This design comes from an exercise in tuning for small area and a short achievable clock period on the open sky130 flow, not from production work.
In this exercise RTL edits were held to simulation tests only and were not proved equivalent to the original.
Power and IR drop assume default switching activity.

## design/flow/config.mk

```make
export PLATFORM = sky130hd
export DESIGN_NAME = mips
export DESIGN_NICKNAME = mips
export VERILOG_FILES = /design/flow/design.v
export SDC_FILE = /design/flow/constraint.sdc
export NUM_CORES = 4
export LEC_CHECK = 0
export CAP_MARGIN = 20
export CORE_MARGIN = 2
export CORE_UTILIZATION = 50
export CTS_CLUSTER_DIAMETER = 100
export CTS_CLUSTER_SIZE = 30
export PLACE_DENSITY = 0.65
export SLEW_MARGIN = 20
export SYNTH_HIERARCHICAL = 1
```

## design/flow/constraint.sdc

```tcl
create_clock -name core_clock -period 14.0 [get_ports {clock}]
set_input_delay 2.8000 -clock core_clock [delete_from_list [all_inputs] [get_ports {clock}]]
set_output_delay 2.8000 -clock core_clock [all_outputs]
set_load 0.01 [all_outputs]
```

## design/flow/design.v

```verilog
package mips_pkg;
	typedef struct packed {
		logic [5:0] opcode;
		logic [4:0] rs;
		logic [4:0] rt;
		logic [4:0] rd;
		logic [4:0] shamt;  
		logic [5:0] funct;
	} r_fmt_t;
	typedef struct packed {
		logic [5:0]  opcode;
		logic [4:0]  rs;
		logic [4:0]  rt;
		logic [15:0] imm;
	} i_fmt_t;
	typedef union packed {
		r_fmt_t r;
		i_fmt_t i;
	} instr_t;
	typedef enum logic [3:0] {
		ALU_AND = 4'b0000,
		ALU_OR  = 4'b0001,
		ALU_ADD = 4'b0010,
		ALU_SUB = 4'b0110,
		ALU_SLT = 4'b0111
	} alu_op_t;
	typedef enum logic [1:0] {
		CLS_ADD   = 2'b00,  
		CLS_SUB   = 2'b01,  
		CLS_FUNCT = 2'b10   
	} alu_class_t;
	typedef struct packed {
		logic    reg_dst;     
		logic    branch;      
		logic    mem_read;
		logic    mem_to_reg;  
		logic    mem_write;
		logic    alu_src;     
		logic    reg_write;
		alu_op_t alu_op;
	} ctrl_t;
endpackage
module g_and2 (input logic a, b, output logic y);
	assign y = a & b;
endmodule
module g_ao21 (input logic a1, a2, b1, output logic y);
	assign y = (a1 & a2) | b1;
endmodule
module ks_add #(
	parameter int N = 32
) (
	input  logic [N-1:0] a,
	input  logic [N-1:0] b,
	input  logic         cin,
	output logic [N-1:0] s,
	output logic [N-1:0] c
);
	localparam int L = $clog2(N);
	logic [N-1:0] p;
	logic [N-1:0] g0;
	logic [N-1:0] gg [L+1];    
	logic [N-1:0] pp [L+1];    
	generate
		for (genvar i = 0; i < N; i++) begin : g_pg
			g_xor2 u_p (.a(a[i]), .b(b[i]), .y(p[i]));
			g_and2 u_g (.a(a[i]), .b(b[i]), .y(g0[i]));
		end
		g_ao21 u_g0 (.a1(p[0]), .a2(cin), .b1(g0[0]), .y(gg[0][0]));
		assign gg[0][N-1:1] = g0[N-1:1];
		assign pp[0] = p;
		for (genvar k = 0; k < L; k++) begin : g_lv
			for (genvar i = 0; i < N; i++) begin : g_node
				if (i >= (1 << k)) begin : g_comb
					g_ao21 u_g (.a1(pp[k][i]), .a2(gg[k][i - (1 << k)]), .b1(gg[k][i]), .y(gg[k+1][i]));
					g_and2 u_p (.a(pp[k][i]), .b(pp[k][i - (1 << k)]), .y(pp[k+1][i]));
				end else begin : g_pass
					assign gg[k+1][i] = gg[k][i];
					assign pp[k+1][i] = pp[k][i];
				end
			end
		end
		assign c[0] = cin;
		for (genvar i = 1; i < N; i++) begin : g_c
			assign c[i] = gg[L][i-1];
		end
		for (genvar i = 0; i < N; i++) begin : g_s
			g_xor2 u_s (.a(p[i]), .b(c[i]), .y(s[i]));
		end
	endgenerate
endmodule
module alu (
	input  logic [31:0] a,
	input  logic [31:0] b,        
	input  logic [31:0] x,        
	input  logic        sub,      
	input  logic        sel_and,
	input  logic        sel_or,
	input  logic        sel_slt,
	output logic [31:0] result
);
	logic [31:0] sum;
	logic [31:0] carry;
	logic        less;
	ks_add #(.N(32)) u_add (
		.a   (a),
		.b   (x),
		.cin (sub),
		.s   (sum),
		.c   (carry)
	);
	assign less = (a[31] ^ b[31]) ? a[31] : sum[31];
	always_comb begin
		if (sel_and)      result = a & b;
		else if (sel_or)  result = a | b;
		else if (sel_slt) result = {31'b0, less};
		else              result = sum;
	end
endmodule
module control (
	input  logic [31:0] instr,
	input  logic [5:0]  waddr,
	output logic [28:0] pinstr
);
	logic [5:0]  opcode;
	logic [5:0]  funct;
	logic [2:0]  cls;
	logic [2:0]  op;
	logic [15:0] f;
	logic [6:0]  tgt;
	assign opcode = instr[31:26];
	assign funct  = instr[5:0];
	assign op = (funct == 6'b100010) ? 3'd1 :
	            (funct == 6'b100100) ? 3'd2 :
	            (funct == 6'b100101)  ? 3'd3 :
	            (funct == 6'b101010) ? 3'd4 : 3'd0;
	assign tgt = {1'b0, waddr} + 7'd1 + {1'b0, instr[5:0]};
	assign cls = (opcode == 6'b001000) ? 3'd1 :
	             (opcode == 6'b100011)   ? 3'd2 :
	             (opcode == 6'b101011)   ? 3'd3 :
	             (opcode == 6'b000100)  ? (tgt[6] ? 3'd5 : 3'd4) : 3'd0;
	assign f   = (opcode == 6'b000000) ? {instr[15:11], 8'b0, op} :
	             (opcode == 6'b000100)   ? {instr[15:6], tgt[5:0]} :
	             (cls == 3'd0)         ? 16'b0 : instr[15:0];
	assign pinstr = {cls, instr[25:16], f};
endmodule
module pc_unit (
	input  logic [29:0] pcw,
	input  logic        taken,
	input  logic [15:0] bimm,
	input  logic        bc,
	output logic [29:0] pcw_next
);
	logic [29:0] seq;
	logic [29:0] tgt;
	assign seq       = pcw + 30'd1;
	assign tgt[5:0]  = bimm[5:0];
	assign tgt[29:6] = pcw[29:6] + {{14{bimm[15]}}, bimm[15:6]} + {23'd0, bc};
	assign pcw_next  = taken ? tgt : seq;
endmodule
module g_aoi22 (input logic a1, a2, b1, b2, output logic y);
	assign y = ~((a1 & a2) | (b1 & b2));
endmodule
module g_nand2 (input logic a, b, output logic y);
	assign y = ~(a & b);
endmodule
module g_nor2 (input logic a, b, output logic y);
	assign y = ~(a | b);
endmodule
module g_xor2 (input logic a, b, output logic y);
	assign y = a ^ b;
endmodule
module g_inv (input logic a, output logic y);
	assign y = ~a;
endmodule
module g_ao44 (input logic [3:0] a, input logic [3:0] s, output logic y);
	assign y = (a[0] & s[0]) | (a[1] & s[1]) | (a[2] & s[2]) | (a[3] & s[3]);
endmodule
module i_mem #(
	parameter int W = 29,
	parameter int N = 64
) (
	input  logic [N-1:0][W-1:0] words,
	input  logic [N-1:0]        sel,    
	output logic [W-1:0]        q
);
	localparam int L = $clog2(N) - 1;
	logic [W-1:0] node [L][N/4];
	generate
		for (genvar j = 0; j < N / 4; j++) begin : g_l0
			for (genvar b = 0; b < W; b++) begin : g_bit
				g_ao44 u (
					.a ({words[4*j+3][b], words[4*j+2][b], words[4*j+1][b], words[4*j][b]}),
					.s (sel[4*j+3:4*j]),
					.y (node[0][j][b])
				);
			end
		end
		for (genvar l = 1; l < L; l++) begin : g_lv
			for (genvar j = 0; j < (N >> (l + 2)); j++) begin : g_node
				for (genvar b = 0; b < W; b++) begin : g_bit
					if (l % 2 == 1) begin : g_nor
						g_nor2 u (.a(node[l-1][2*j][b]), .b(node[l-1][2*j+1][b]), .y(node[l][j][b]));
					end else begin : g_nand
						g_nand2 u (.a(node[l-1][2*j][b]), .b(node[l-1][2*j+1][b]), .y(node[l][j][b]));
					end
				end
			end
		end
		if ((L - 1) % 2 == 0) begin : g_out_hi
			assign q = node[L-1][0];
		end else begin : g_out_lo
			for (genvar b = 0; b < W; b++) begin : g_bit
				g_inv u (.a(node[L-1][0][b]), .y(q[b]));
			end
		end
	endgenerate
endmodule
module eq32 (
	input  logic [31:0] a,
	input  logic [31:0] b,
	output logic        eq
);
	logic [31:0] d;    
	logic [15:0] e1;   
	logic [7:0]  e2;   
	logic [3:0]  e3;
	logic [1:0]  e4;
	generate
		for (genvar i = 0; i < 32; i++) begin : g_x
			g_xor2 u (.a(a[i]), .b(b[i]), .y(d[i]));
		end
		for (genvar i = 0; i < 16; i++) begin : g_1
			g_nor2 u (.a(d[2*i]), .b(d[2*i+1]), .y(e1[i]));
		end
		for (genvar i = 0; i < 8; i++) begin : g_2
			g_nand2 u (.a(e1[2*i]), .b(e1[2*i+1]), .y(e2[i]));
		end
		for (genvar i = 0; i < 4; i++) begin : g_3
			g_nor2 u (.a(e2[2*i]), .b(e2[2*i+1]), .y(e3[i]));
		end
		for (genvar i = 0; i < 2; i++) begin : g_4
			g_nand2 u (.a(e3[2*i]), .b(e3[2*i+1]), .y(e4[i]));
		end
	endgenerate
	g_nor2 u_5 (.a(e4[0]), .b(e4[1]), .y(eq));
endmodule
module d_mem (
	input  logic [7:0]  a,
	input  logic [7:0]  imm,
	output logic [63:0] sel
);
	logic [7:0] addr;
	logic [7:0] carry;
	logic [7:0] lo;
	logic [7:0] hi;
	ks_add #(.N(8)) u_add (
		.a   (a),
		.b   (imm),
		.cin (1'b0),
		.s   (addr),
		.c   (carry)
	);
	assign lo = 8'd1 << addr[4:2];
	assign hi = 8'd1 << addr[7:5];
	always_comb begin
		for (int i = 0; i < 64; i++) begin
			sel[i] = hi[i / 8] & lo[i % 8];
		end
	end
endmodule
module mips (
	input  logic                           clock,
	input  logic                           rst_n,
	input  logic                           imem_we,     
	input  logic [$clog2(64)-1:0] imem_addr,   
	input  logic [32-1:0]         imem_wdata,
	output logic [32-1:0]         pc,
	output logic [32-1:0]         alu_result,
	output logic [32-1:0]         data_mem
);
	logic [63:0][28:0] imem;
	logic [63:0][31:0] dmem;
	logic [31:0][31:0] regs;    
	logic [31:1]       valid;
	logic [29:0] pcw;
	logic [63:0] poh;
	logic [15:0] ir_imm;
	logic [4:0]  ir_wa;
	logic        ir_wen;
	logic        ir_lw;
	logic        ir_sw;
	logic        ir_beq;
	logic        ir_bc;
	logic [63:0] ir_toh;    
	logic        ir_sub;
	logic        ir_and;
	logic        ir_or;
	logic        ir_slt;
	logic [31:0] opa;
	logic [31:0] opb;
	logic [31:0] opx;
	logic [63:0] dsel;
	logic        taken;
	logic [29:0] pcw_next;
	logic [63:0] poh_next;
	logic [63:0] seq_oh;
	logic [63:0] tgt_oh;
	logic ab_eq;
	eq32 mips_eq (
		.a  (opa),
		.b  (opb),
		.eq (ab_eq)
	);
	assign taken = ir_beq & ab_eq;
	pc_unit mips_pc (
		.pcw      (pcw),
		.taken    (taken),
		.bimm     (ir_imm),
		.bc       (ir_bc),
		.pcw_next (pcw_next)
	);
	assign seq_oh = {poh[62:0], poh[63]};
	assign tgt_oh = ir_toh;
	assign poh_next = taken ? tgt_oh : seq_oh;
	always_ff @(posedge clock) begin
		if (!rst_n) begin
			pcw <= '0;
			poh <= 64'd1;
		end else begin
			pcw <= pcw_next;
			poh <= poh_next;
		end
	end
	assign pc = {pcw, 2'b00};
	logic [28:0] wr_pinstr;
	control mips_control (
		.instr  (imem_wdata),
		.waddr  (imem_addr),
		.pinstr (wr_pinstr)
	);
	always_ff @(posedge clock) begin
		for (int i = 0; i < 64; i++) begin
			if (!rst_n && imem_we && imem_addr == 6'(i)) begin
				imem[i] <= wr_pinstr;
			end
		end
	end
	logic [28:0] seq_pinstr;
	logic [28:0] tgt_pinstr;
	logic [28:0] nx_pinstr;
	i_mem #(.W(29), .N(64)) mips_i_mem_seq (
		.words (imem),
		.sel   (seq_oh),
		.q     (seq_pinstr)
	);
	i_mem #(.W(29), .N(64)) mips_i_mem_tgt (
		.words (imem),
		.sel   (tgt_oh),
		.q     (tgt_pinstr)
	);
	assign nx_pinstr = taken ? tgt_pinstr : seq_pinstr;
	logic [28:0] p;
	assign p = rst_n ? nx_pinstr :
	           (imem_we && imem_addr == 6'd0) ? wr_pinstr : imem[0];
	logic       d_r;
	logic [4:0] d_wa;
	logic       d_alu_src;
	logic       d_sub;
	assign d_r       = p[28:26] == 3'd0;
	assign d_wa      = d_r ? p[15:11] : p[20:16];
	assign d_alu_src = p[28:26] == 3'd1 || p[28:26] == 3'd2 || p[28:26] == 3'd3;
	assign d_sub     = p[28:27] == 2'b10 || (d_r && (p[2:0] == 3'd1 || p[2:0] == 3'd4));
	always_ff @(posedge clock) begin
		ir_imm <= p[15:0];
		ir_wa  <= d_wa;
		ir_wen <= (p[28:26] <= 3'd2) && (d_wa != 5'd0);
		ir_lw  <= p[28:26] == 3'd2;
		ir_sw  <= p[28:26] == 3'd3;
		ir_beq <= p[28:27] == 2'b10;
		ir_bc  <= p[26];
		ir_toh <= 64'd1 << p[5:0];
		ir_sub <= d_sub;
		ir_and <= d_r && p[2:0] == 3'd2;
		ir_or  <= d_r && p[2:0] == 3'd3;
		ir_slt <= d_r && p[2:0] == 3'd4;
	end
	alu mips_alu (
		.a       (opa),
		.b       (opb),
		.x       (opx),
		.sub     (ir_sub),
		.sel_and (ir_and),
		.sel_or  (ir_or),
		.sel_slt (ir_slt),
		.result  (alu_result)
	);
	logic [31:0] dm_rdata;
	always_ff @(posedge clock) begin
		for (int i = 0; i < 64; i++) begin
			if (rst_n && ir_sw && dsel[i]) begin
				dmem[i] <= opb;
			end
		end
	end
	i_mem #(.W(32), .N(64)) mips_d_mem (
		.words (dmem),
		.sel   (dsel),
		.q     (dm_rdata)
	);
	assign data_mem = ir_lw ? dm_rdata : '0;
	logic [31:0] wb_data;
	assign wb_data = ir_lw ? dm_rdata : alu_result;
	always_ff @(posedge clock) begin
		for (int i = 1; i < 32; i++) begin
			if (rst_n && ir_wen && ir_wa == 5'(i)) begin
				regs[i] <= wb_data;
			end
		end
	end
	always_ff @(posedge clock) begin
		for (int i = 1; i < 32; i++) begin
			if (!rst_n) begin
				valid[i] <= 1'b0;
			end else if (ir_wen && ir_wa == 5'(i)) begin
				valid[i] <= 1'b1;
			end
		end
	end
	logic [4:0]  rs_n;
	logic [4:0]  rt_n;
	logic [31:0] rsel1;
	logic [31:0] rsel2;
	logic [31:0] rf_rd1;
	logic [31:0] rf_rd2;
	assign rs_n  = nx_pinstr[25:21];
	assign rt_n  = nx_pinstr[20:16];
	assign rsel1 = (32'd1 << rs_n) & {valid, 1'b0};
	assign rsel2 = (32'd1 << rt_n) & {valid, 1'b0};
	i_mem #(.W(32), .N(32)) mips_rf_rd1 (
		.words (regs),
		.sel   (rsel1),
		.q     (rf_rd1)
	);
	i_mem #(.W(32), .N(32)) mips_rf_rd2 (
		.words (regs),
		.sel   (rsel2),
		.q     (rf_rd2)
	);
	logic [31:0] a_nx;
	logic [31:0] b_nx;
	logic [31:0] x_nx;
	logic [63:0] dsel_nx;
	d_mem mips_d_sel (
		.a   (a_nx[7:0]),
		.imm (p[7:0]),
		.sel (dsel_nx)
	);
	assign a_nx  = !rst_n ? '0 : (ir_wen && ir_wa == rs_n) ? wb_data : rf_rd1;
	assign b_nx  = !rst_n ? '0 : (ir_wen && ir_wa == rt_n) ? wb_data : rf_rd2;
	assign x_nx  = (d_alu_src ? {{16{p[15]}}, p[15:0]} : b_nx) ^ {32{d_sub}};
	always_ff @(posedge clock) begin
		opa  <= a_nx;
		opb  <= b_nx;
		opx  <= x_nx;
		dsel <= dsel_nx;
	end
endmodule
```

## design/flow/flow/run.sh

```bash
#!/bin/bash
set -uo pipefail
bash standard.sh SETUP_SLACK_MARGIN=8 \
  "BUFFER_PORTS_ARGS=-buffer_cell sky130_fd_sc_hd__buf_4" \
  finish > make_finish.log 2>&1
```

## design/flow/standard.sh

```bash
#!/bin/bash
# synth_recipe.tcl (not shown) runs the flow's synth.tcl, then flattens the netlist and writes it again
# the make line also repeats each setting of config.mk as NAME=value (left out here)
make -C /OpenROAD-flow-scripts/flow DESIGN_CONFIG=/design/flow/config.mk WORK_HOME=/design/flow/orfs CLKGATE_MAP_FILE= SYNTH_SCRIPT=/design/flow/synth_recipe.tcl "${@:-finish}"
```

==> impl_metrics.env, run 1 <==
export IMPL_slew_headroom=0.136
export IMPL_clk_latency_ns=1.06
export IMPL_syn_inst=15400
export IMPL_via_per_inst=6.77
export IMPL_switching_share=0.260
export IMPL_path_clk_slew_ns=0.12
export IMPL_initial_core_util=0.502
export IMPL_antenna_found_initial=57
export IMPL_fmax_mhz=156
export IMPL_comb_power_share=0.115
export IMPL_hold_violations=0
export IMPL_gp_congestion=0.940
export IMPL_critPathKind="register to output port"
export IMPL_placed_cell_area_um2=225000
export IMPL_grt_pass1_vias=138000
export IMPL_crit_arrival_ns=3.61
export IMPL_syn_cell_area_um2=213000
export IMPL_drt_iter0_markers=25800
export IMPL_ios=137
export IMPL_fin_setup_tns_ns=0
export IMPL_period_needed_ns=6.41
export IMPL_period_share=0.458
export IMPL_drt_wl_total_um=760000
export IMPL_design_core_area_um2=424000
export IMPL_dp_hpwl_um=436000
export IMPL_p_sw_uw=7410
export IMPL_num_vias=150000
export IMPL_slew_violations=0
export IMPL_cts_max_level=4
export IMPL_drv_cap=0
export IMPL_rsz0062_at_grt="true"
export IMPL_worst_pin_slew_ns=1.29
export IMPL_nets=16400
export IMPL_drc=0
export IMPL_outcome="no timing/DRC/antenna violations"
export IMPL_synth_warnings=89
export IMPL_internal_power_uw=21100
export IMPL_clkPwrFrac=0.270
export IMPL_hp_class="register to register"
export IMPL_vdd_drop_max_v=0.000130
export IMPL_die_x_um=657
export IMPL_finalSetupViolCount=0
export IMPL_root_buffer="clkbuf_16"
export IMPL_firstDrtPassIters=7
export IMPL_drive_above_1_share=0.107
export IMPL_cts_buffers_inserted=204
export IMPL_p_seq_frac=0.614
export IMPL_clockBufferDepth=4
export IMPL_fill_cells=33700
export IMPL_port_buffers=134
export IMPL_grt_pass1_wl_um=1050000
export IMPL_rows=239
export IMPL_cp_end_kind="output port"
export IMPL_drtAntennaViolNets=0
export IMPL_cts_sinks=5275
export IMPL_clock_skew_ns=0.132
export IMPL_grtUsageTotal=0.340
export IMPL_fp_dieH_um=657
export IMPL_avgSynthCellArea_um2=13.9
export IMPL_area_growth_pct=11.8
export IMPL_crit_path_start_kind="register"
export IMPL_hold_slack_ns=0.479
export IMPL_finalInstanceArea_um2=238000
export IMPL_powerDensity_nw_per_um2=120
export IMPL_die_area_um2=431000
export IMPL_p_leak_uw=0.0832
export IMPL_cp_required_ns=11.20
export IMPL_post_drt_wl_per_cell_um=34.3
export IMPL_cts_tree="done"
export IMPL_grt_start_max_net_pins=86
export IMPL_grt_overflow=0
export IMPL_crit_path_max_fanout=3
path summary, 6_finish.rpt:
kind | slack [ns] | endpoint | start | cells past startpoint
setup / recovery | 7.59 | alu_result[24] | opx[0]$_DFF_P_ | 11
hold reg to reg | 0.48 | valid[26]$_SDFFE_PN0P_ | valid[26]$_SDFFE_PN0P_ | 1
hold / removal | 0.48 | valid[26]$_SDFFE_PN0P_ | valid[26]$_SDFFE_PN0P_ | 1
setup reg to reg | 7.96 | dsel[12]$_DFF_P_ | poh[40]$_SDFF_PN0_ | 27
flip-flops by register name (all words and copies together), names as in the netlist:
register	flops
ir_and	1
ir_wa	5
dsel	64
poh	64
ir_slt	1
pcw	30
ir_sw	1
opb	32
ir_beq	1
ir_sub	1
ir_wen	1
dmem	2048
ir_lw	1
valid	31
ir_bc	1
opa	32
imem	1856
opx	32
regs	992
ir_or	1
ir_imm	16
ir_toh	64
critical path, cell delays in order, from the launching register on:
cell and delay, ns:
dfxtp_4 0.38, xor2_2 0.17, a21o_1 0.22, a21o_4 0.24
a21o_4 0.23, a21o_1 0.22, a21o_1 0.23, xor2_1 0.21
a21oi_1 0.11, a221oi_1 0.23, buf_4 0.25, buf_6 0.13
through the flow:
step	total power (uW)	utilization	setup WS (ns)	std cells
floorplan	19000	-	6.92	15500
global placement	20500	0.532	5.68	21600
detailed placement	20600	0.532	5.74	21600
CTS	28300	0.557	7.58	22100
global route	29100	0.561	7.52	22200
finish	28600	0.562	7.59	22200
repair_timing:
item                       in CTS  in global routing
pin swaps                      74                 90
setup endpoints to repair     225                177
setup buffers                 156                 43
cloned                          9                  5
hold buffers                    0                  0
resized for setup             506                229
layout by cell type (no fill, tap or decap), drive strengths merged, types with 7 or more instances in the layout:
| cell | count |
|---|---|
| xor2 | 137 |
| nor2 | 1602 |
| or2 | 9 |
| ha | 31 |
| nand3 | 55 |
| a211oi | 26 |
| a221oi | 32 |
| or3 | 7 |
| a31oi | 60 |
| dfxtp | 379 |
| xnor2 | 58 |
| a21o | 184 |
| clkinv | 10 |
| nand2 | 2796 |
| and3 | 155 |
| nand3b | 7 |
| mux2 | 38 |
| o21ai | 63 |
| nand4 | 12 |
| a22oi | 3907 |
| nor3b | 7 |
| nor4 | 35 |
| nor3 | 42 |
| inv | 104 |
| and2 | 212 |
| conb | 131 |
| clkbuf | 322 |
| nand2b | 14 |
| o41ai | 32 |
| diode | 30 |
| o211ai | 20 |
| nor2b | 17 |
| buf | 822 |
| mux2i | 45 |
| a21oi | 139 |
| edfxtp | 4896 |
layout make-up:
cell class	count	area [um^2]	area share
Antenna cell	30	75.1	0.000315
Clock buffer	317	5640	0.0237
Clock inverter	27	358	0.00150
Inverter	89	362	0.00152
Multi-Input combinational cell	9945	60900	0.256
Sequential cell	5275	155000	0.651
Tap cell	5663	7090	0.0298
Timing Repair Buffer	833	8580	0.0361
power groups by stage:
stage | combinational, uW | clock, uW | sequential [uW]
final | 3290 | 7720 | 17600
after global routing | 3340 | 8210 | 17600
after CTS | 3050 | 7730 | 17500
after detailed placement | 2610 | 0 | 18000
after global placement | 2590 | 0 | 18000
after floorplan | 1100 | 0 | 17900
metal layers:
| layer | global-route usage | share of wire | vias to the layer above |
|---|---|---|---|
| li1 | - | - | 62200 |
| met1 | 0.460 | 0.36 | 75200 |
| met2 | 0.512 | 0.44 | 11000 |
| met3 | 0.0778 | 0.13 | 1674 |
| met4 | 0.185 | 0.066 | 24 |
| met5 | 0 | 0.00019 | - |
==> inputs of run 2 (changes only) <==
--- a/design/flow/design.v
+++ b/design/flow/design.v
@@ -43,6 +43,12 @@
 module g_and2 (input logic a, b, output logic y);
 	assign y = a & b;
 endmodule
+module g_a21oi (input logic a1, a2, b1, output logic y);
+	assign y = ~((a1 & a2) | b1);
+endmodule
+module g_o21ai (input logic a1, a2, b1, output logic y);
+	assign y = ~((a1 | a2) & b1);
+endmodule
 module g_ao21 (input logic a1, a2, b1, output logic y);
 	assign y = (a1 & a2) | b1;
 endmodule
@@ -52,14 +58,13 @@
 	input  logic [N-1:0] a,
 	input  logic [N-1:0] b,
 	input  logic         cin,
-	output logic [N-1:0] s,
-	output logic [N-1:0] c
+	output logic [N-1:0] p,
+	output logic [N-1:0] cn
 );
 	localparam int L = $clog2(N);
-	logic [N-1:0] p;
 	logic [N-1:0] g0;
-	logic [N-1:0] gg [L+1];    
-	logic [N-1:0] pp [L+1];    
+	logic [N-1:0] gg [L+1];
+	logic [N-1:0] pp [L+1];
 	generate
 		for (genvar i = 0; i < N; i++) begin : g_pg
 			g_xor2 u_p (.a(a[i]), .b(b[i]), .y(p[i]));
@@ -71,20 +76,30 @@
 		for (genvar k = 0; k < L; k++) begin : g_lv
 			for (genvar i = 0; i < N; i++) begin : g_node
 				if (i >= (1 << k)) begin : g_comb
-					g_ao21 u_g (.a1(pp[k][i]), .a2(gg[k][i - (1 << k)]), .b1(gg[k][i]), .y(gg[k+1][i]));
-					g_and2 u_p (.a(pp[k][i]), .b(pp[k][i - (1 << k)]), .y(pp[k+1][i]));
+					if (k % 2 == 0) begin : g_aoi
+						g_a21oi u_g (.a1(pp[k][i]), .a2(gg[k][i - (1 << k)]), .b1(gg[k][i]), .y(gg[k+1][i]));
+						if (i >= (2 << k)) begin : g_p
+							g_nand2 u_p (.a(pp[k][i]), .b(pp[k][i - (1 << k)]), .y(pp[k+1][i]));
+						end else begin : g_np
+							assign pp[k+1][i] = 1'b0;
+						end
+					end else begin : g_oai
+						g_o21ai u_g (.a1(pp[k][i]), .a2(gg[k][i - (1 << k)]), .b1(gg[k][i]), .y(gg[k+1][i]));
+						if (i >= (2 << k)) begin : g_p
+							g_nor2 u_p (.a(pp[k][i]), .b(pp[k][i - (1 << k)]), .y(pp[k+1][i]));
+						end else begin : g_np
+							assign pp[k+1][i] = 1'b0;
+						end
+					end
 				end else begin : g_pass
-					assign gg[k+1][i] = gg[k][i];
-					assign pp[k+1][i] = pp[k][i];
+					g_inv u_g (.a(gg[k][i]), .y(gg[k+1][i]));
+					assign pp[k+1][i] = 1'b0;
 				end
 			end
 		end
-		assign c[0] = cin;
+		g_inv u_c0 (.a(cin), .y(cn[0]));
 		for (genvar i = 1; i < N; i++) begin : g_c
-			assign c[i] = gg[L][i-1];
-		end
-		for (genvar i = 0; i < N; i++) begin : g_s
-			g_xor2 u_s (.a(p[i]), .b(c[i]), .y(s[i]));
+			assign cn[i] = gg[L][i-1];
 		end
 	endgenerate
 endmodule
@@ -93,28 +108,29 @@
 	input  logic [31:0] b,        
 	input  logic [31:0] x,        
 	input  logic        sub,      
+	input  logic        sel_sum,  
 	input  logic        sel_and,
 	input  logic        sel_or,
 	input  logic        sel_slt,
 	output logic [31:0] result
 );
+	logic [31:0] p;
+	logic [31:0] cn;
 	logic [31:0] sum;
-	logic [31:0] carry;
 	logic        less;
+	logic [31:0] other;
 	ks_add #(.N(32)) u_add (
 		.a   (a),
 		.b   (x),
 		.cin (sub),
-		.s   (sum),
-		.c   (carry)
+		.p   (p),
+		.cn  (cn)
 	);
+	assign sum  = p ~^ cn;
 	assign less = (a[31] ^ b[31]) ? a[31] : sum[31];
-	always_comb begin
-		if (sel_and)      result = a & b;
-		else if (sel_or)  result = a | b;
-		else if (sel_slt) result = {31'b0, less};
-		else              result = sum;
-	end
+	assign other  = ({32{sel_and}} & (a & b)) | ({32{sel_or}} & (a | b)) |
+	                {31'b0, sel_slt & less};
+	assign result = ({32{sel_sum}} & sum) | other;
 endmodule
 module control (
 	input  logic [31:0] instr,
@@ -244,29 +260,62 @@
 	endgenerate
 	g_nor2 u_5 (.a(e4[0]), .b(e4[1]), .y(eq));
 endmodule
+module g_and3 (input logic a, b, c, output logic y);
+	assign y = a & b & c;
+endmodule
+module g_xnor2 (input logic a, b, output logic y);
+	assign y = ~(a ^ b);
+endmodule
+module g_and4 (input logic a, b, c, d, output logic y);
+	assign y = a & b & c & d;
+endmodule
 module d_mem (
 	input  logic [7:0]  a,
 	input  logic [7:0]  imm,
-	output logic [63:0] sel
+	input  logic        rd,
+	input  logic        wr,
+	output logic [63:0] rsel,
+	output logic [63:0] wsel
 );
-	logic [7:0] addr;
-	logic [7:0] carry;
+	logic [7:0] p;
+	logic [7:0] cn;
+	logic [7:2] ad;     
+	logic [7:2] adn;    
+	logic [7:0] lit [6];
 	logic [7:0] lo;
-	logic [7:0] hi;
+	logic [7:0] hi_r;
+	logic [7:0] hi_w;
 	ks_add #(.N(8)) u_add (
 		.a   (a),
 		.b   (imm),
 		.cin (1'b0),
-		.s   (addr),
-		.c   (carry)
+		.p   (p),
+		.cn  (cn)
 	);
-	assign lo = 8'd1 << addr[4:2];
-	assign hi = 8'd1 << addr[7:5];
-	always_comb begin
-		for (int i = 0; i < 64; i++) begin
-			sel[i] = hi[i / 8] & lo[i % 8];
+	generate
+		for (genvar i = 2; i < 8; i++) begin : g_ad
+			g_xnor2 u_t (.a(p[i]), .b(cn[i]), .y(ad[i]));
+			g_xor2  u_f (.a(p[i]), .b(cn[i]), .y(adn[i]));
+		end
+		for (genvar j = 0; j < 6; j++) begin : g_lit
+			for (genvar v = 0; v < 8; v++) begin : g_v
+				if (((v >> (j % 3)) & 1) == 1) begin : g_t
+					assign lit[j][v] = ad[j + 2];
+				end else begin : g_f
+					assign lit[j][v] = adn[j + 2];
+				end
+			end
 		end
-	end
+		for (genvar v = 0; v < 8; v++) begin : g_pre
+			g_and3 u_lo (.a(lit[0][v]), .b(lit[1][v]), .c(lit[2][v]), .y(lo[v]));
+			g_and4 u_hr (.a(lit[3][v]), .b(lit[4][v]), .c(lit[5][v]), .d(rd), .y(hi_r[v]));
+			g_and4 u_hw (.a(lit[3][v]), .b(lit[4][v]), .c(lit[5][v]), .d(wr), .y(hi_w[v]));
+		end
+		for (genvar i = 0; i < 64; i++) begin : g_sel
+			g_and2 u_r (.a(hi_r[i / 8]), .b(lo[i % 8]), .y(rsel[i]));
+			g_and2 u_w (.a(hi_w[i / 8]), .b(lo[i % 8]), .y(wsel[i]));
+		end
+	endgenerate
 endmodule
 module mips (
 	input  logic                           clock,
@@ -293,13 +342,15 @@
 	logic        ir_bc;
 	logic [63:0] ir_toh;    
 	logic        ir_sub;
+	logic        ir_sum;
 	logic        ir_and;
 	logic        ir_or;
 	logic        ir_slt;
 	logic [31:0] opa;
 	logic [31:0] opb;
 	logic [31:0] opx;
-	logic [63:0] dsel;
+	logic [63:0] drsel;
+	logic [63:0] dwsel;
 	logic        taken;
 	logic [29:0] pcw_next;
 	logic [63:0] poh_next;
@@ -380,6 +431,7 @@
 		ir_bc  <= p[26];
 		ir_toh <= 64'd1 << p[5:0];
 		ir_sub <= d_sub;
+		ir_sum <= !(d_r && (p[2:0] == 3'd2 || p[2:0] == 3'd3 || p[2:0] == 3'd4));
 		ir_and <= d_r && p[2:0] == 3'd2;
 		ir_or  <= d_r && p[2:0] == 3'd3;
 		ir_slt <= d_r && p[2:0] == 3'd4;
@@ -389,6 +441,7 @@
 		.b       (opb),
 		.x       (opx),
 		.sub     (ir_sub),
+		.sel_sum (ir_sum),
 		.sel_and (ir_and),
 		.sel_or  (ir_or),
 		.sel_slt (ir_slt),
@@ -397,17 +450,17 @@
 	logic [31:0] dm_rdata;
 	always_ff @(posedge clock) begin
 		for (int i = 0; i < 64; i++) begin
-			if (rst_n && ir_sw && dsel[i]) begin
+			if (rst_n && dwsel[i]) begin
 				dmem[i] <= opb;
 			end
 		end
 	end
 	i_mem #(.W(32), .N(64)) mips_d_mem (
 		.words (dmem),
-		.sel   (dsel),
+		.sel   (drsel),
 		.q     (dm_rdata)
 	);
-	assign data_mem = ir_lw ? dm_rdata : '0;
+	assign data_mem = dm_rdata;    
 	logic [31:0] wb_data;
 	assign wb_data = ir_lw ? dm_rdata : alu_result;
 	always_ff @(posedge clock) begin
@@ -434,8 +487,12 @@
 	logic [31:0] rf_rd2;
 	assign rs_n  = nx_pinstr[25:21];
 	assign rt_n  = nx_pinstr[20:16];
-	assign rsel1 = (32'd1 << rs_n) & {valid, 1'b0};
-	assign rsel2 = (32'd1 << rt_n) & {valid, 1'b0};
+	logic [31:1] rvalid;
+	assign rvalid = valid & {31{rst_n}};
+	assign rsel1 = taken ? ((32'd1 << tgt_pinstr[25:21]) & {rvalid, 1'b0})
+	                     : ((32'd1 << seq_pinstr[25:21]) & {rvalid, 1'b0});
+	assign rsel2 = taken ? ((32'd1 << tgt_pinstr[20:16]) & {rvalid, 1'b0})
+	                     : ((32'd1 << seq_pinstr[20:16]) & {rvalid, 1'b0});
 	i_mem #(.W(32), .N(32)) mips_rf_rd1 (
 		.words (regs),
 		.sel   (rsel1),
@@ -449,19 +506,24 @@
 	logic [31:0] a_nx;
 	logic [31:0] b_nx;
 	logic [31:0] x_nx;
-	logic [63:0] dsel_nx;
+	logic [63:0] drsel_nx;
+	logic [63:0] dwsel_nx;
 	d_mem mips_d_sel (
 		.a   (a_nx[7:0]),
 		.imm (p[7:0]),
-		.sel (dsel_nx)
+		.rd   (p[28:26] == 3'd2),
+		.wr   (p[28:26] == 3'd3),
+		.rsel (drsel_nx),
+		.wsel (dwsel_nx)
 	);
-	assign a_nx  = !rst_n ? '0 : (ir_wen && ir_wa == rs_n) ? wb_data : rf_rd1;
-	assign b_nx  = !rst_n ? '0 : (ir_wen && ir_wa == rt_n) ? wb_data : rf_rd2;
+	assign a_nx  = (rst_n && ir_wen && ir_wa == rs_n) ? wb_data : rf_rd1;
+	assign b_nx  = (rst_n && ir_wen && ir_wa == rt_n) ? wb_data : rf_rd2;
 	assign x_nx  = (d_alu_src ? {{16{p[15]}}, p[15:0]} : b_nx) ^ {32{d_sub}};
 	always_ff @(posedge clock) begin
 		opa  <= a_nx;
 		opb  <= b_nx;
 		opx  <= x_nx;
-		dsel <= dsel_nx;
+		drsel <= drsel_nx;
+		dwsel <= dwsel_nx;
 	end
 endmodule
--- a/design/flow/config.mk
+++ b/design/flow/config.mk
@@ -7,9 +7,9 @@
 export LEC_CHECK = 0
 export CAP_MARGIN = 20
 export CORE_MARGIN = 2
-export CORE_UTILIZATION = 50
+export CORE_UTILIZATION = 62
 export CTS_CLUSTER_DIAMETER = 100
-export CTS_CLUSTER_SIZE = 30
-export PLACE_DENSITY = 0.65
+export CTS_CLUSTER_SIZE = 24
+export PLACE_DENSITY = 0.75
 export SLEW_MARGIN = 20
 export SYNTH_HIERARCHICAL = 1
==> run 2 against run 1 <==
Clock power is 12% higher. Sequential cell count is 64 higher. Global-route usage is 7.3 points higher. Die area is 19% lower. Worst setup slack better by 0.24 ns. First-iteration DRC count is 9.8% higher. Critical path depth is 9 higher. Fmax is 3.9% higher. Synthesized cell count is 0.55% higher. Non-clock buffer count is 76 lower. Final area is 0.15% lower. Critical endpoint is now opx[25]$_DFF_P_.
==> impl_metrics.env, run 2 <==
export IMPL_outcome="no timing/DRC/antenna violations"
export IMPL_fin_util=0.693
export IMPL_crit_arrival_ns=7.02
export IMPL_cp_end_kind="register"
export IMPL_p_sw_uw=6770
export IMPL_rsz0062_at_grt="true"
export IMPL_powerDensity_nw_per_um2=121
export IMPL_p_leak_uw=0.0826
export IMPL_fp_dieH_um=591
export IMPL_worst_pin_slew_ns=1.38
export IMPL_drc=0
export IMPL_drt_wl_total_um=740000
export IMPL_drt_iter0_markers=28300
export IMPL_internal_power_uw=21900
export IMPL_cts_buffers_inserted=263
export IMPL_syn_inst=15400
export IMPL_avgSynthCellArea_um2=13.8
export IMPL_ios=137
export IMPL_hold_violations=0
export IMPL_grtUsageTotal=0.412
export IMPL_largest_reg_flops=2048
export IMPL_path_clk_slew_ns=0.11
export IMPL_gp_congestion=1.02
export IMPL_synth_warnings=90
export IMPL_vdd_drop_max_v=0.000130
export IMPL_design_core_area_um2=343000
export IMPL_root_buffer="clkbuf_16"
export IMPL_syn_cell_area_um2=214000
export IMPL_clkPwrFrac=0.302
export IMPL_hold_path_cell_count=2
export IMPL_cts_max_level=5
export IMPL_post_drt_wl_per_cell_um=34.9
export IMPL_slew_headroom=0.0752
export IMPL_comb_power_share=0.077
export IMPL_rows=215
export IMPL_r2r_end="opx[25]$_DFF_P_"
export IMPL_num_vias=152000
export IMPL_drtAntennaViolNets=0
export IMPL_layout_top_registers="dmem (2048), imem (1856), regs (992)"
export IMPL_dp_hpwl_um=416000
export IMPL_via_per_inst=7.19
export IMPL_crit_path_max_fanout=32
export IMPL_clockBufferDepth=4
export IMPL_grt_overflow=0
export IMPL_period_share=0.441
export IMPL_switching_share=0.236
export IMPL_holdBufCountCts=0
export IMPL_ff2ff_path_depth=20
export IMPL_min_from="poh[52]$_SDFF_PN0_"
export IMPL_initial_core_util=0.623
export IMPL_antenna_found_initial=40
export IMPL_r2r_slack_ns=7.83
export IMPL_r2r_start="poh[36]$_SDFF_PN0_"
export IMPL_grt_pass1_vias=143000
export IMPL_stdcell_count=21200
export IMPL_grt_start_max_net_pins=82
export IMPL_crit_path_start_kind="register"
export IMPL_whs_endpoint="poh[53]$_SDFF_PN0_"
export IMPL_finalSetupViolCount=0
export IMPL_grt_pass1_wl_um=1020000
export IMPL_area_growth_pct=11.3
export IMPL_hp_class="register to register"
export IMPL_cts_sinks=5339
export IMPL_clk_latency_ns=1.02
export IMPL_nets=16500
export IMPL_dp_cells=20600
export IMPL_p_seq_frac=0.621
export IMPL_slew_violations=0
export IMPL_die_x_um=591
export IMPL_firstDrtPassIters=10
export IMPL_mostFrequentLayoutCell="edfxtp_1"
export IMPL_critPathKind="register to register"
export IMPL_port_buffers=134
export IMPL_fin_setup_tns_ns=0
export IMPL_drive_above_1_share=0.110
export IMPL_die_area_um2=349000
export IMPL_largest_register="dmem"
export IMPL_cts_tree="done"
export IMPL_clock_skew_ns=0.0803
export IMPL_drv_cap=0
export IMPL_most_common_layout_cells="4896 x edfxtp_1, 3904 x a22oi_1, 2836 x nand2_1, 1356 x nor2_1, 640 x buf_4"
export IMPL_cp_required_ns=14.85
export IMPL_fmax_mhz=162
export IMPL_hold_slack_ns=0.483
export IMPL_period_needed_ns=6.17
-- run 2: per-stage QoR --
step / cell area, um^2 / worst slack [ns] / total power (uW)
6_report: 238000 / 7.83 / 28700
4_1_cts: 236000 / 7.99 / 28400
5_1_grt: 238000 / 7.86 / 29200
3_5_place_dp: 226000 / 6.33 / 20000
2_1_floorplan: 215000 / 7.10 / 19000
3_3_place_gp: 225000 / 6.38 / 19900
-- run 2: worst max-delay path, cell delays in order (launching register included) --
cell	delay, ns
dfxtp_1	0.45
buf_6	0.26
a22oi_1	0.20
nand2_1	0.09
nor2_1	0.26
nand2_1	0.16
nor2_1	0.81
nand2_1	0.23
mux2i_1	0.51
nand2b_2	0.53
nor3_4	0.04
buf_4	0.30
a22oi_1	0.29
nand2_1	0.10
nor2_1	0.39
nand2_1	0.33
nor2_1	0.24
inv_1	0.08
a31oi_1	0.37
o31ai_1	0.17
xnor2_1	0.14
-- run 2: routing by layer --
metal	vias up	wire length [um]	global-route usage
li1	62400	-	-
met1	73700	236000	0.525
met2	13600	313000	0.596
met3	2461	127000	0.149
met4	36	63400	0.278
met5	-	409	0.00203
-- run 2: how the worst max path moves through the flow --
stage / startpoint / end / slack [ns] / cells past startpoint
2_1_floorplan: imem_wdata[27] / drsel[0]$_DFF_P_ / 7.10 / 16
3_3_place_gp: rst_n / drsel[34]$_DFF_P_ / 6.38 / 19
3_5_place_dp: rst_n / drsel[61]$_DFF_P_ / 6.33 / 19
4_1_cts: opa[10]$_DFF_P_ / alu_result[0] / 7.99 / 11
5_1_grt: opa[10]$_DFF_P_ / alu_result[0] / 7.86 / 11
6_report: poh[36]$_SDFF_PN0_ / opx[25]$_DFF_P_ / 7.83 / 20
-- run 2: what timing repair did --
action	4_1_cts	5_1_grt
pin swaps	39	71
endpoints found under the setup margin	272	205
gates resized for setup	307	214
cloned	3	9
endpoints found under the hold margin	0	0
setup buffers	101	38
-- run 2: final cells by class --
type | count | area (um^2)
Antenna cell | 22 | 55.1
Inverter | 130 | 523
Multi-Input combinational cell | 9963 | 60600
Fill cell | 22600 | 105000
Sequential cell | 5339 | 156000
Tap cell | 4557 | 5700
Timing Repair Buffer | 757 | 7010
Clock buffer | 385 | 7260
Clock inverter | 22 | 315
-- run 2: power groups by stage --
stage / clock network, uW / registers, uW / logic, uW
after floorplan: 0 / 18200 / 819
after global placement: 0 / 18200 / 1710
after detailed placement: 0 / 18200 / 1730
after CTS: 8610 / 17800 / 1960
after global routing: 9140 / 17800 / 2230
final: 8650 / 17800 / 2220
==> inputs of run 3 (changes only) <==
--- a/design/flow/design.v
+++ b/design/flow/design.v
@@ -103,6 +103,9 @@
 		end
 	endgenerate
 endmodule
+module g_mux2i (input logic s, a0, a1, output logic y);
+	assign y = ~(s ? a1 : a0);
+endmodule
 module alu (
 	input  logic [31:0] a,
 	input  logic [31:0] b,        
@@ -112,13 +115,15 @@
 	input  logic        sel_and,
 	input  logic        sel_or,
 	input  logic        sel_slt,
-	output logic [31:0] result
+	output logic [31:0] result,      
+	output logic [31:0] result_wb    
 );
 	logic [31:0] p;
-	logic [31:0] cn;
-	logic [31:0] sum;
-	logic        less;
+	logic [31:0] cn;      
 	logic [31:0] other;
+	logic [31:0] r_c0;    
+	logic [31:0] r_c1;    
+	logic [31:0] csel;
 	ks_add #(.N(32)) u_add (
 		.a   (a),
 		.b   (x),
@@ -126,11 +131,21 @@
 		.p   (p),
 		.cn  (cn)
 	);
-	assign sum  = p ~^ cn;
-	assign less = (a[31] ^ b[31]) ? a[31] : sum[31];
-	assign other  = ({32{sel_and}} & (a & b)) | ({32{sel_or}} & (a | b)) |
-	                {31'b0, sel_slt & less};
-	assign result = ({32{sel_sum}} & sum) | other;
+	assign other = ({32{sel_and}} & (a & b)) | ({32{sel_or}} & (a | b));
+	assign r_c0[31:1] = ({31{sel_sum}} & p[31:1])  | other[31:1];
+	assign r_c1[31:1] = ({31{sel_sum}} & ~p[31:1]) | other[31:1];
+	assign csel[31:1] = cn[31:1];
+	logic r0_base;
+	assign r0_base = (sel_sum & (p[0] ^ sub)) | other[0];
+	assign r_c0[0] = r0_base | (sel_slt & ((a[31] ^ b[31]) ? a[31] :  p[31]));
+	assign r_c1[0] = r0_base | (sel_slt & ((a[31] ^ b[31]) ? a[31] : ~p[31]));
+	assign csel[0] = cn[31];
+	generate
+		for (genvar i = 0; i < 32; i++) begin : g_res
+			g_mux2i u (.s(csel[i]), .a0(~r_c1[i]), .a1(~r_c0[i]), .y(result[i]));
+			g_mux2i u_wb (.s(csel[i]), .a0(~r_c1[i]), .a1(~r_c0[i]), .y(result_wb[i]));
+		end
+	endgenerate
 endmodule
 module control (
 	input  logic [31:0] instr,
@@ -436,6 +451,7 @@
 		ir_or  <= d_r && p[2:0] == 3'd3;
 		ir_slt <= d_r && p[2:0] == 3'd4;
 	end
+	logic [31:0] alu_wb;
 	alu mips_alu (
 		.a       (opa),
 		.b       (opb),
@@ -445,7 +461,8 @@
 		.sel_and (ir_and),
 		.sel_or  (ir_or),
 		.sel_slt (ir_slt),
-		.result  (alu_result)
+		.result    (alu_result),
+		.result_wb (alu_wb)
 	);
 	logic [31:0] dm_rdata;
 	always_ff @(posedge clock) begin
@@ -462,7 +479,7 @@
 	);
 	assign data_mem = dm_rdata;    
 	logic [31:0] wb_data;
-	assign wb_data = ir_lw ? dm_rdata : alu_result;
+	assign wb_data = ir_lw ? dm_rdata : alu_wb;
 	always_ff @(posedge clock) begin
 		for (int i = 1; i < 32; i++) begin
 			if (rst_n && ir_wen && ir_wa == 5'(i)) begin
@@ -493,13 +510,15 @@
 	                     : ((32'd1 << seq_pinstr[25:21]) & {rvalid, 1'b0});
 	assign rsel2 = taken ? ((32'd1 << tgt_pinstr[20:16]) & {rvalid, 1'b0})
 	                     : ((32'd1 << seq_pinstr[20:16]) & {rvalid, 1'b0});
+	logic [31:0][31:0] rf_words;
+	assign rf_words = {regs[31:1], regs[1]};
 	i_mem #(.W(32), .N(32)) mips_rf_rd1 (
-		.words (regs),
+		.words (rf_words),
 		.sel   (rsel1),
 		.q     (rf_rd1)
 	);
 	i_mem #(.W(32), .N(32)) mips_rf_rd2 (
-		.words (regs),
+		.words (rf_words),
 		.sel   (rsel2),
 		.q     (rf_rd2)
 	);
==> run 3 against run 2 <==
Still clean on timing, DRC and antenna. Combinational power down 17%. Sequential cell count unchanged. Wire length up 2.2%. Critical endpoint is now opx[27]$_DFF_P_.
==> impl_metrics.env, run 3 <==
export IMPL_outcome="no timing/DRC/antenna violations"
export IMPL_comb_power_share=0.065
export IMPL_slew_violations=0
export IMPL_via_per_inst=7.24
export IMPL_drtAntennaViolNets=0
export IMPL_cts_buffers_inserted=262
export IMPL_cts_max_level=5
export IMPL_fin_util=0.694
export IMPL_drt_iter0_markers=29900
export IMPL_path_delay_family="simple AND/OR/NAND/NOR gates"
export IMPL_p_leak_uw=0.0828
export IMPL_worst_pin_slew_ns=1.28
export IMPL_gp_congestion=1.04
export IMPL_cp_required_ns=14.87
export IMPL_mostFrequentLayoutCell="edfxtp_1"
export IMPL_drv_cap=0
export IMPL_crit_path_start_kind="register"
export IMPL_firstDrtPassIters=9
export IMPL_switching_share=0.229
export IMPL_grt_overflow=0
export IMPL_hp_class="register to register"
export IMPL_cp_num_buf_inv=3
export IMPL_num_vias=153000
export IMPL_path_clk_slew_ns=0.09
export IMPL_clk_latency_ns=1.03
export IMPL_die_x_um=592
export IMPL_crit_arrival_ns=7.15
export IMPL_initial_core_util=0.624
export IMPL_multi_input_area_um2=61200
export IMPL_cts_sinks=5339
export IMPL_fp_dieH_um=592
export IMPL_dp_cells=20600
export IMPL_dp_hpwl_um=441000
export IMPL_cp_cell_sequence="buf_4 -> a22oi_1 -> nand2_1 -> nor2_1 -> nand2_1 -> nor2_2 -> nand2_1 -> and3_1 -> a21oi_2 -> nand3b_1 -> nor3_4 -> buf_4 -> a22oi_1 -> nand2_1 -> nor2_1 -> nand2_1 -> nor2_1 -> inv_1 -> a31oi_1 -> o31ai_1 -> xnor2_1"
export IMPL_fill_cells=22700
export IMPL_placed_cell_area_um2=226000
export IMPL_grtUsageTotal=0.419
export IMPL_area_growth_pct=11.2
export IMPL_critPathKind="register to register"
export IMPL_rows=215
export IMPL_port_buffers=134
export IMPL_fmax_mhz=159
export IMPL_synth_warnings=26
export IMPL_internal_power_uw=21700
export IMPL_ios=137
export IMPL_root_buffer="clkbuf_16"
export IMPL_cp_end_kind="register"
export IMPL_finalSetupViolCount=0
export IMPL_power_uw=28100
export IMPL_drt_wl_total_um=756000
export IMPL_drive_above_1_share=0.110
export IMPL_clockBufferDepth=4
export IMPL_post_drt_wl_per_cell_um=35.7
export IMPL_rsz0062_at_grt="true"
export IMPL_powerDensity_nw_per_um2=118
export IMPL_clock_skew_ns=0.0693
export IMPL_most_common_layout_cells="4896 x edfxtp_1, 3903 x a22oi_1, 2822 x nand2_1, 1311 x nor2_1, 598 x buf_4"
export IMPL_slowest_delay_ns=0.55
export IMPL_hold_violations=0
export IMPL_regArea_um2=156000
export IMPL_p_seq_frac=0.627
export IMPL_slowest_stage="nand3b_1"
export IMPL_slew_headroom=0.141
export IMPL_clkPwrFrac=0.308
export IMPL_vdd_drop_max_v=0.000130
export IMPL_avgSynthCellArea_um2=13.8
export IMPL_fin_setup_tns_ns=0
export IMPL_design_core_area_um2=344000
export IMPL_crit_path_max_fanout=32
export IMPL_period_needed_ns=6.28
export IMPL_period_share=0.449
export IMPL_path_common_cell="nand2_1"
export IMPL_largest_register="dmem"
export IMPL_antenna_found_initial=50
export IMPL_nets=16500
export IMPL_die_area_um2=350000
export IMPL_cts_tree="done"
export IMPL_stdcell_count=21200
export IMPL_finalInstanceArea_um2=238000
export IMPL_drc=0
export IMPL_grt_pass1_wl_um=1040000
export IMPL_syn_cell_area_um2=214000
export IMPL_layout_top_registers="dmem (2048), imem (1856), regs (992)"
export IMPL_largest_reg_flops=2048
export IMPL_p_sw_uw=6430
export IMPL_grt_pass1_vias=142000
export IMPL_syn_inst=15500
export IMPL_grt_start_max_net_pins=81
[run 3: area by class of cell]
class | instances | area share
Clock inverter | 16 | 0.000919
Multi-Input combinational cell | 9955 | 0.257
Timing Repair inverter | 1 | 0.0000368
Antenna cell | 32 | 0.000336
Inverter | 161 | 0.00265
Sequential cell | 5339 | 0.655
Clock buffer | 383 | 0.0308
Timing Repair Buffer | 734 | 0.0295
Tap cell | 4557 | 0.0239
[run 3: power groups by stage]
stage	sequential, uW	clock, uW	combinational, uW
after floorplan	18000	0	682
after global placement	18000	0	1470
after detailed placement	18000	0	1490
after CTS	17600	8590	1610
after global routing	17600	9100	1840
final	17600	8650	1840
[run 3: path summary, 6_finish.rpt]
check	startpoint	to	slack, ns	cells past startpoint
worst min register to register	ir_imm[5]$_DFF_P_	pcw[5]$_SDFF_PN0_	0.55	3
worst max-delay path	ir_toh[60]$_SDFF_PN0_	opx[27]$_DFF_P_	7.72	21
worst max register to register	ir_toh[60]$_SDFF_PN0_	opx[27]$_DFF_P_	7.72	21
worst min-delay path	ir_imm[5]$_DFF_P_	pcw[5]$_SDFF_PN0_	0.55	3
[run 3: what timing repair did]
item                       4_1_cts  5_1_grt
cloned                           5       10
setup endpoints to repair      351      237
pin swaps                       26       55
gates resized for setup        349      264
hold buffers                     0        0
buffers inserted                42       59
[run 3: routing by layer]
metal / share of wire / global-route usage / wire length [um] / up-vias
li1: - / - / - / 62600
met5: 0.00048 / 0.00406 / 360 / -
met4: 0.087 / 0.281 / 65500 / 26
met3: 0.17 / 0.152 / 126000 / 2419
met1: 0.32 / 0.539 / 244000 / 74700
met2: 0.42 / 0.601 / 320000 / 13600
[run 3: worst register-to-register path, cell delays in order (launching register included)]
cell and delay, ns:
dfxtp_2 0.42, buf_4 0.28, a22oi_1 0.24, nand2_1 0.11
nor2_1 0.29, nand2_1 0.29, nor2_2 0.45, nand2_1 0.18
and3_1 0.25, a21oi_2 0.45, nand3b_1 0.55, nor3_4 0.08
buf_4 0.30, a22oi_1 0.26, nand2_1 0.09, nor2_1 0.53
nand2_1 0.25, nor2_1 0.20, inv_1 0.07, a31oi_1 0.45
o31ai_1 0.23, xnor2_1 0.17
[run 3: metrics by stage]
| step | hold slack [ns] | setup WS, ns |
|---|---|---|
| finish | 0.551 | 7.72 |
| floorplan | 0.466 | 7.10 |
| global placement | 0.518 | 6.14 |
| global route | 0.597 | 7.92 |
| detailed placement | 0.525 | 6.07 |
| CTS | 0.551 | 7.96 |
==> inputs of run 4 (changes only) <==
==> design/flow/flow/run.sh (replaced) <==
#!/bin/bash
set -uo pipefail
bash standard.sh SETUP_SLACK_MARGIN=8.5 \
  "BUFFER_PORTS_ARGS=-buffer_cell sky130_fd_sc_hd__buf_4" \
  finish > make_finish.log 2>&1
==> run 4 against run 3 <==
The layout now fails its checks (antenna rules). Fmax up 3.8%. First-iteration DRC count up 5.0%. Die area unchanged. Cell count is 1.2% higher. Sequential power hardly changed. Clock-buffer cell count decreased by 6. Combinational power up 11%. Utilization grew 1.9 points. Critical path type is now register to output port. Largest cell class unchanged.
==> impl_metrics.env, run 4 <==
export IMPL_initial_core_util=0.624
export IMPL_grt_pass1_wl_um=1080000
export IMPL_path_clk_slew_ns=0.10
export IMPL_critPathKind="register to output port"
export IMPL_crit_arrival_ns=3.25
export IMPL_slew_violations=0
export IMPL_drt_wl_total_um=796000
export IMPL_port_buffers=134
export IMPL_antenna_found_initial=65
export IMPL_die_area_um2=350000
export IMPL_cp_cell_sequence="and2_2 -> a21oi_4 -> o21ai_2 -> a21oi_2 -> o21ai_4 -> a21oi_4 -> mux2i_4 -> buf_4"
export IMPL_cts_sinks=5339
export IMPL_clock_skew_ns=0.103
export IMPL_vdd_drop_max_v=0.000101
export IMPL_stdcell_count=21400
export IMPL_outcome="finished with violations"
export IMPL_cts_buffers_inserted=262
export IMPL_dp_hpwl_um=454000
export IMPL_grt_start_max_net_pins=77
export IMPL_fin_setup_tns_ns=0
export IMPL_grt_overflow=0
export IMPL_placed_cell_area_um2=226000
export IMPL_hold_violations=0
export IMPL_drt_iter0_markers=31400
export IMPL_gp_congestion=1.04
export IMPL_design_core_area_um2=344000
export IMPL_largest_register="dmem"
export IMPL_powerDensity_nw_per_um2=115
export IMPL_slowest_stage="mux2i_4"
export IMPL_syn_inst=15500
export IMPL_post_drt_wl_per_cell_um=37.1
export IMPL_hp_class="register to register"
export IMPL_worst_pin_slew_ns=1.25
export IMPL_rsz0062_at_grt="true"
export IMPL_fp_dieH_um=592
export IMPL_root_buffer="clkbuf_16"
export IMPL_most_common_layout_cells="4896 x edfxtp_1, 3760 x a22oi_1, 2668 x nand2_1, 1136 x nor2_1, 648 x buf_4"
export IMPL_p_leak_uw=0.0851
export IMPL_nets=16800
export IMPL_ios=137
export IMPL_largest_reg_flops=2048
export IMPL_avgSynthCellArea_um2=13.8
export IMPL_clk_latency_ns=1.05
export IMPL_firstDrtPassIters=8
export IMPL_period_share=0.432
export IMPL_grt_pass1_vias=144000
export IMPL_cts_max_level=5
export IMPL_fin_util=0.712
export IMPL_slowest_delay_ns=0.41
export IMPL_path_delay_family="compound AO/OA/AOI/OAI gates"
export IMPL_synth_warnings=26
export IMPL_path_common_cell="a21oi_4"
export IMPL_finalInstanceArea_um2=245000
export IMPL_num_vias=157000
export IMPL_drc=0
export IMPL_drive_above_1_share=0.158
export IMPL_startpoint="opa[6]$_DFF_P_"
export IMPL_slew_headroom=0.165
export IMPL_via_per_inst=7.33
export IMPL_dp_cells=20600
export IMPL_min_from="ir_imm[0]$_DFF_P_"
export IMPL_die_x_um=592
export IMPL_r2r_start="opb[3]$_DFF_P_"
export IMPL_clockBufferDepth=4
export IMPL_drtAntennaViolNets=1
export IMPL_cts_tree="done"
export IMPL_grtUsageTotal=0.441
export IMPL_syn_cell_area_um2=214000
export IMPL_rows=215
export IMPL_crit_path_start_kind="register"
export IMPL_cp_end_kind="output port"
export IMPL_mostFrequentLayoutCell="edfxtp_1"
export IMPL_period_needed_ns=6.05
export IMPL_finalSetupViolCount=0
export IMPL_area_growth_pct=14.2
export IMPL_drv_cap=0
export IMPL_failed_checks="antenna rules"
export IMPL_fmax_mhz=165
export IMPL_cp_required_ns=11.20
export IMPL_layout_top_registers="dmem (2048), imem (1856), regs (992)"
export IMPL_crit_path_max_fanout=4
export IMPL_cp_num_buf_inv=1
export IMPL_holdBufCountCts=0
run 4: repair_timing:
item	CTS	global route
gates cloned	23	13
setup buffers	266	84
pin swaps	252	263
setup endpoints to repair	670	260
resized for setup	1153	471
run 4: routing by layer:
layer | GRT usage | vias to the layer above | share of wire
met5 | 0.00473 | - | 0.00064
met4 | 0.327 | 20 | 0.096
met3 | 0.173 | 2812 | 0.17
met2 | 0.619 | 15000 | 0.42
met1 | 0.558 | 76200 | 0.31
li1 | - | 63100 | -
run 4: power breakdown:
part           internal, uW  switching [uW]
logic                   501            1540
clock network          3630            4980
registers             17500            60.6
total                 21700            6580
run 4: cell type report:
type / instances / area (um^2)
Antenna cell: 34 / 85.1
Sequential cell: 5339 / 156000
Tap cell: 4557 / 5700
Clock buffer: 377 / 7180
Multi-Input combinational cell: 9959 / 64100
Fill cell: 21900 / 98800
Inverter: 161 / 669
Timing Repair Buffer: 976 / 10500
Clock inverter: 23 / 264
Timing Repair inverter: 1 / 8.76
run 4: worst paths after layout:
path,endpoint,slack (ns),cells past startpoint
max,alu_result[29],7.95,8
min,pcw[0]$_SDFF_PN0_,0.52,3
max reg2reg,dwsel[49]$_DFF_P_,8.15,29
min reg2reg,pcw[0]$_SDFF_PN0_,0.52,3
run 4: through the flow:
stage	setup slack, ns	total power [uW]	hold slack (ns)
floorplan	7.10	18600	0.466
global placement	6.03	19500	0.516
detailed placement	5.87	19500	0.528
CTS	8.11	27900	0.526
global route	7.96	28700	0.556
finish	7.95	28200	0.523
run 4: worst reg2reg max path, delay by kind of cell (launching register included):
| family | cells | cell delay (ns) |
|---|---|---|
| buf+inv | 6 | 0.85 |
| compound gates | 2 | 0.31 |
| xor+xnor | 3 | 0.70 |
| simple gates | 16 | 2.57 |
| flops | 1 | 0.67 |
| mux | 2 | 0.63 |
==> inputs of run 5 (changes only) <==
--- a/design/flow/design.v
+++ b/design/flow/design.v
@@ -347,7 +347,7 @@
 	logic [31:0][31:0] regs;    
 	logic [31:1]       valid;
 	logic [29:0] pcw;
-	logic [63:0] poh;
+	logic [5:0]  seq_idx;    
 	logic [15:0] ir_imm;
 	logic [4:0]  ir_wa;
 	logic        ir_wen;
@@ -355,7 +355,6 @@
 	logic        ir_sw;
 	logic        ir_beq;
 	logic        ir_bc;
-	logic [63:0] ir_toh;    
 	logic        ir_sub;
 	logic        ir_sum;
 	logic        ir_and;
@@ -368,7 +367,6 @@
 	logic [63:0] dwsel;
 	logic        taken;
 	logic [29:0] pcw_next;
-	logic [63:0] poh_next;
 	logic [63:0] seq_oh;
 	logic [63:0] tgt_oh;
 	logic ab_eq;
@@ -385,16 +383,15 @@
 		.bc       (ir_bc),
 		.pcw_next (pcw_next)
 	);
-	assign seq_oh = {poh[62:0], poh[63]};
-	assign tgt_oh = ir_toh;
-	assign poh_next = taken ? tgt_oh : seq_oh;
+	assign seq_oh = 64'd1 << seq_idx;
+	assign tgt_oh = 64'd1 << ir_imm[5:0];
 	always_ff @(posedge clock) begin
 		if (!rst_n) begin
 			pcw <= '0;
-			poh <= 64'd1;
+			seq_idx <= 6'd1;
 		end else begin
 			pcw <= pcw_next;
-			poh <= poh_next;
+			seq_idx <= (taken ? ir_imm[5:0] : seq_idx) + 6'd1;
 		end
 	end
 	assign pc = {pcw, 2'b00};
@@ -444,7 +441,6 @@
 		ir_sw  <= p[28:26] == 3'd3;
 		ir_beq <= p[28:27] == 2'b10;
 		ir_bc  <= p[26];
-		ir_toh <= 64'd1 << p[5:0];
 		ir_sub <= d_sub;
 		ir_sum <= !(d_r && (p[2:0] == 3'd2 || p[2:0] == 3'd3 || p[2:0] == 3'd4));
 		ir_and <= d_r && p[2:0] == 3'd2;
==> design/flow/flow/run.sh (replaced) <==
#!/bin/bash
set -uo pipefail
bash standard.sh SETUP_SLACK_MARGIN=8 \
  "BUFFER_PORTS_ARGS=-buffer_cell sky130_fd_sc_hd__buf_4" \
  finish > make_finish.log 2>&1
==> run 5 against run 4 <==
The run now finishes clean. Register-to-register slack got worse by 0.29 ns. Die area fell by 1.3%. Sequential cell count fell by 122. Sequential share of layout area rose by 1.3 points. Utilization fell by 1.8 points. Final area fell by 3.6%. Clock skew fell by 0.022 ns. Fmax fell by 1.4%. Critical path type is now register to register. Largest power group unchanged.
==> impl_metrics.env, run 5 <==
export IMPL_grt_overflow=0
export IMPL_r2r_start="ir_imm[4]$_DFF_P_"
export IMPL_fp_dieH_um=588
export IMPL_slowest_delay_ns=0.47
export IMPL_place_ws_ns=6.10
export IMPL_drv_cap=0
export IMPL_powerDensity_nw_per_um2=126
export IMPL_drt_wl_total_um=722000
export IMPL_design_core_area_um2=340000
export IMPL_cts_sinks=5217
export IMPL_layout_setup_ws_ns=7.86
export IMPL_antenna_found_initial=45
export IMPL_vdd_drop_max_v=0.000142
export IMPL_crit_arrival_ns=7.04
export IMPL_drive_above_1_share=0.130
export IMPL_ff2ff_path_depth=25
export IMPL_slowest_stage="nor2_1"
export IMPL_hold_violations=0
export IMPL_p_leak_uw=0.0821
export IMPL_clockBufferDepth=4
export IMPL_hp_class="register to register"
export IMPL_via_per_inst=7.15
export IMPL_rsz0062_at_grt="true"
export IMPL_slew_violations=0
export IMPL_grt_pass1_wl_um=989000
export IMPL_fmax_mhz=163
export IMPL_mostFrequentLayoutCell="edfxtp_1"
export IMPL_area_growth_pct=11.6
export IMPL_clock_skew_ns=0.0805
export IMPL_initial_core_util=0.623
export IMPL_stdcell_count=20900
export IMPL_fin_setup_tns_ns=0
export IMPL_path_common_cell="nand2_1"
export IMPL_cts_max_level=4
export IMPL_fin_util=0.695
export IMPL_cp_num_buf_inv=4
export IMPL_slew_headroom=0.183
export IMPL_whs_endpoint="valid[23]$_SDFFE_PN0P_"
export IMPL_path_clk_slew_ns=0.10
export IMPL_largest_reg_flops=2048
export IMPL_power_uw=29700
export IMPL_grtUsageTotal=0.401
export IMPL_firstDrtPassIters=9
export IMPL_cp_end_kind="register"
export IMPL_clk_latency_ns=1.06
export IMPL_crit_path_max_fanout=32
export IMPL_dp_hpwl_um=420000
export IMPL_synth_warnings=26
export IMPL_layout_top_registers="dmem (2048), imem (1856), regs (992)"
export IMPL_dp_cells=20300
export IMPL_r2r_end="opx[26]$_DFF_P_"
export IMPL_avgSynthCellArea_um2=13.9
export IMPL_drt_iter0_markers=27700
export IMPL_min_from="valid[23]$_SDFFE_PN0P_"
export IMPL_most_common_layout_cells="4896 x edfxtp_1, 3899 x a22oi_1, 2701 x nand2_1, 1233 x nor2_1, 535 x buf_4"
export IMPL_port_buffers=134
export IMPL_critPathKind="register to register"
export IMPL_root_buffer="clkbuf_16"
export IMPL_worst_pin_slew_ns=1.22
export IMPL_finalSetupViolCount=0
export IMPL_num_vias=149000
export IMPL_period_needed_ns=6.14
export IMPL_nets=16300
export IMPL_drtAntennaViolNets=0
export IMPL_r2r_slack_ns=7.86
export IMPL_syn_inst=15200
export IMPL_crit_path_start_kind="register"
export IMPL_cp_required_ns=14.90
export IMPL_path_delay_family="simple AND/OR/NAND/NOR gates"
export IMPL_hold_path_cell_count=2
export IMPL_post_drt_wl_per_cell_um=34.6
export IMPL_outcome="no timing/DRC/antenna violations"
export IMPL_rows=214
export IMPL_die_x_um=588
export IMPL_drc=0
export IMPL_cts_tree="done"
export IMPL_ios=137
export IMPL_gp_congestion=1.02
export IMPL_holdBufCountCts=0
export IMPL_largest_register="dmem"
export IMPL_die_area_um2=346000
export IMPL_period_share=0.438
export IMPL_syn_cell_area_um2=211000
export IMPL_cts_buffers_inserted=241
export IMPL_grt_pass1_vias=138000
export IMPL_grt_start_max_net_pins=72
-- run 5: final cells by class --
| type | instances | area (um^2) |
|---|---|---|
| antenna | 25 | 62.6 |
| clock buffer | 352 | 6620 |
| clock inverter | 13 | 169 |
| fill | 22500 | 104000 |
| inverter | 155 | 592 |
| multi-input combinational | 9817 | 61700 |
| sequential | 5217 | 154000 |
| tap | 4536 | 5680 |
| timing repair buffer | 747 | 7350 |
-- run 5: per-stage QoR --
stage	hold slack, ns	cell area, um^2
after detailed placement	0.557	223000
after floorplan	0.497	213000
after global placement	0.548	223000
after global routing	0.611	236000
final	0.584	236000
after CTS	0.577	233000
-- run 5: repair_timing --
action                     CTS  global route
pin swaps                   31            79
resized for setup          526           439
setup endpoints to repair  281           219
buffers inserted            41           105
gates cloned                 0            12
-- run 5: layer usage --
layer,GRT usage,vias to the layer above,wire [um]
met3,0.133,2132,120000
met5,0,-,126
met4,0.230,20,53200
met2,0.580,12900,308000
met1,0.537,72600,241000
li1,-,61500,-
-- run 5: worst max path at each step --
stage / start / to / slack, ns / depth (start not counted)
after CTS: opx[0]$_DFF_P_ / alu_result[0] / 7.97 / 9
after global placement: seq_idx[3]$_SDFF_PN0_ / drsel[42]$_DFF_P_ / 6.28 / 28
after floorplan: imem_wdata[27] / drsel[10]$_DFF_P_ / 7.15 / 16
after detailed placement: ir_imm[2]$_DFF_P_ / drsel[42]$_DFF_P_ / 6.10 / 28
final: ir_imm[4]$_DFF_P_ / opx[26]$_DFF_P_ / 7.86 / 25
after global routing: seq_idx[1]$_SDFF_PN0_ / dwsel[36]$_DFF_P_ / 7.85 / 28
-- run 5: worst register-to-register path, stage by stage (launching register included) --
cell,delay [ns]
dfxtp_4,0.42
nor2b_4,0.17
buf_4,0.15
nand3_4,0.14
nor2_4,0.06
buf_12,0.16
a22oi_1,0.20
nand2_1,0.13
nor2_1,0.28
nand2_1,0.30
nor2_2,0.47
nand2_1,0.26
mux2i_4,0.42
nor2_1,0.15
nand2_2,0.29
nor3_4,0.07
buf_4,0.32
a22oi_1,0.31
nand2_1,0.11
nor2_1,0.31
nand2_1,0.16
nor2_1,0.47
inv_1,0.08
mux2_2,0.33
a21boi_1,0.17
xor2_1,0.09
-- run 5: where the power goes --
part           total (uW)  switching [uW]  internal [uW]  leakage (uW)
logic                3970            2970            993        0.0342
clock network        8030            4740           3290       0.00327
registers           17700             138          17600        0.0446

[afterwards: timing with drivers on the ports]
The results above use ideal ports. As a check the final layouts listed here were re-extracted and re-timed, cells and wires unchanged.
Step 1 assumes that a clkbuf_16 drives the clock port and a buf_2 every other input.
Step 2 times the ports against the registers' clock, not the clock port: input delays grow and output delays shrink by t, the midpoint of the rising clock arrivals with the driver on.
Slacks: no drivers / after step 1 / after step 2; pairs: no drivers / after step 1.
| run | shift t [ns] | setup WS [ns] |
|---|---|---|
| run 1 | 1.111 | 7.588 / 7.468 / 6.924 |
| run 2 | 1.086 | 7.828 / 7.800 / 7.040 |
| run 3 | 1.107 | 7.719 / 7.719 / 6.945 |
| run 4 | 1.097 | 7.947 / 7.850 / 7.267 |
| run 5 | 1.117 | 7.863 / 7.816 / 6.918 |
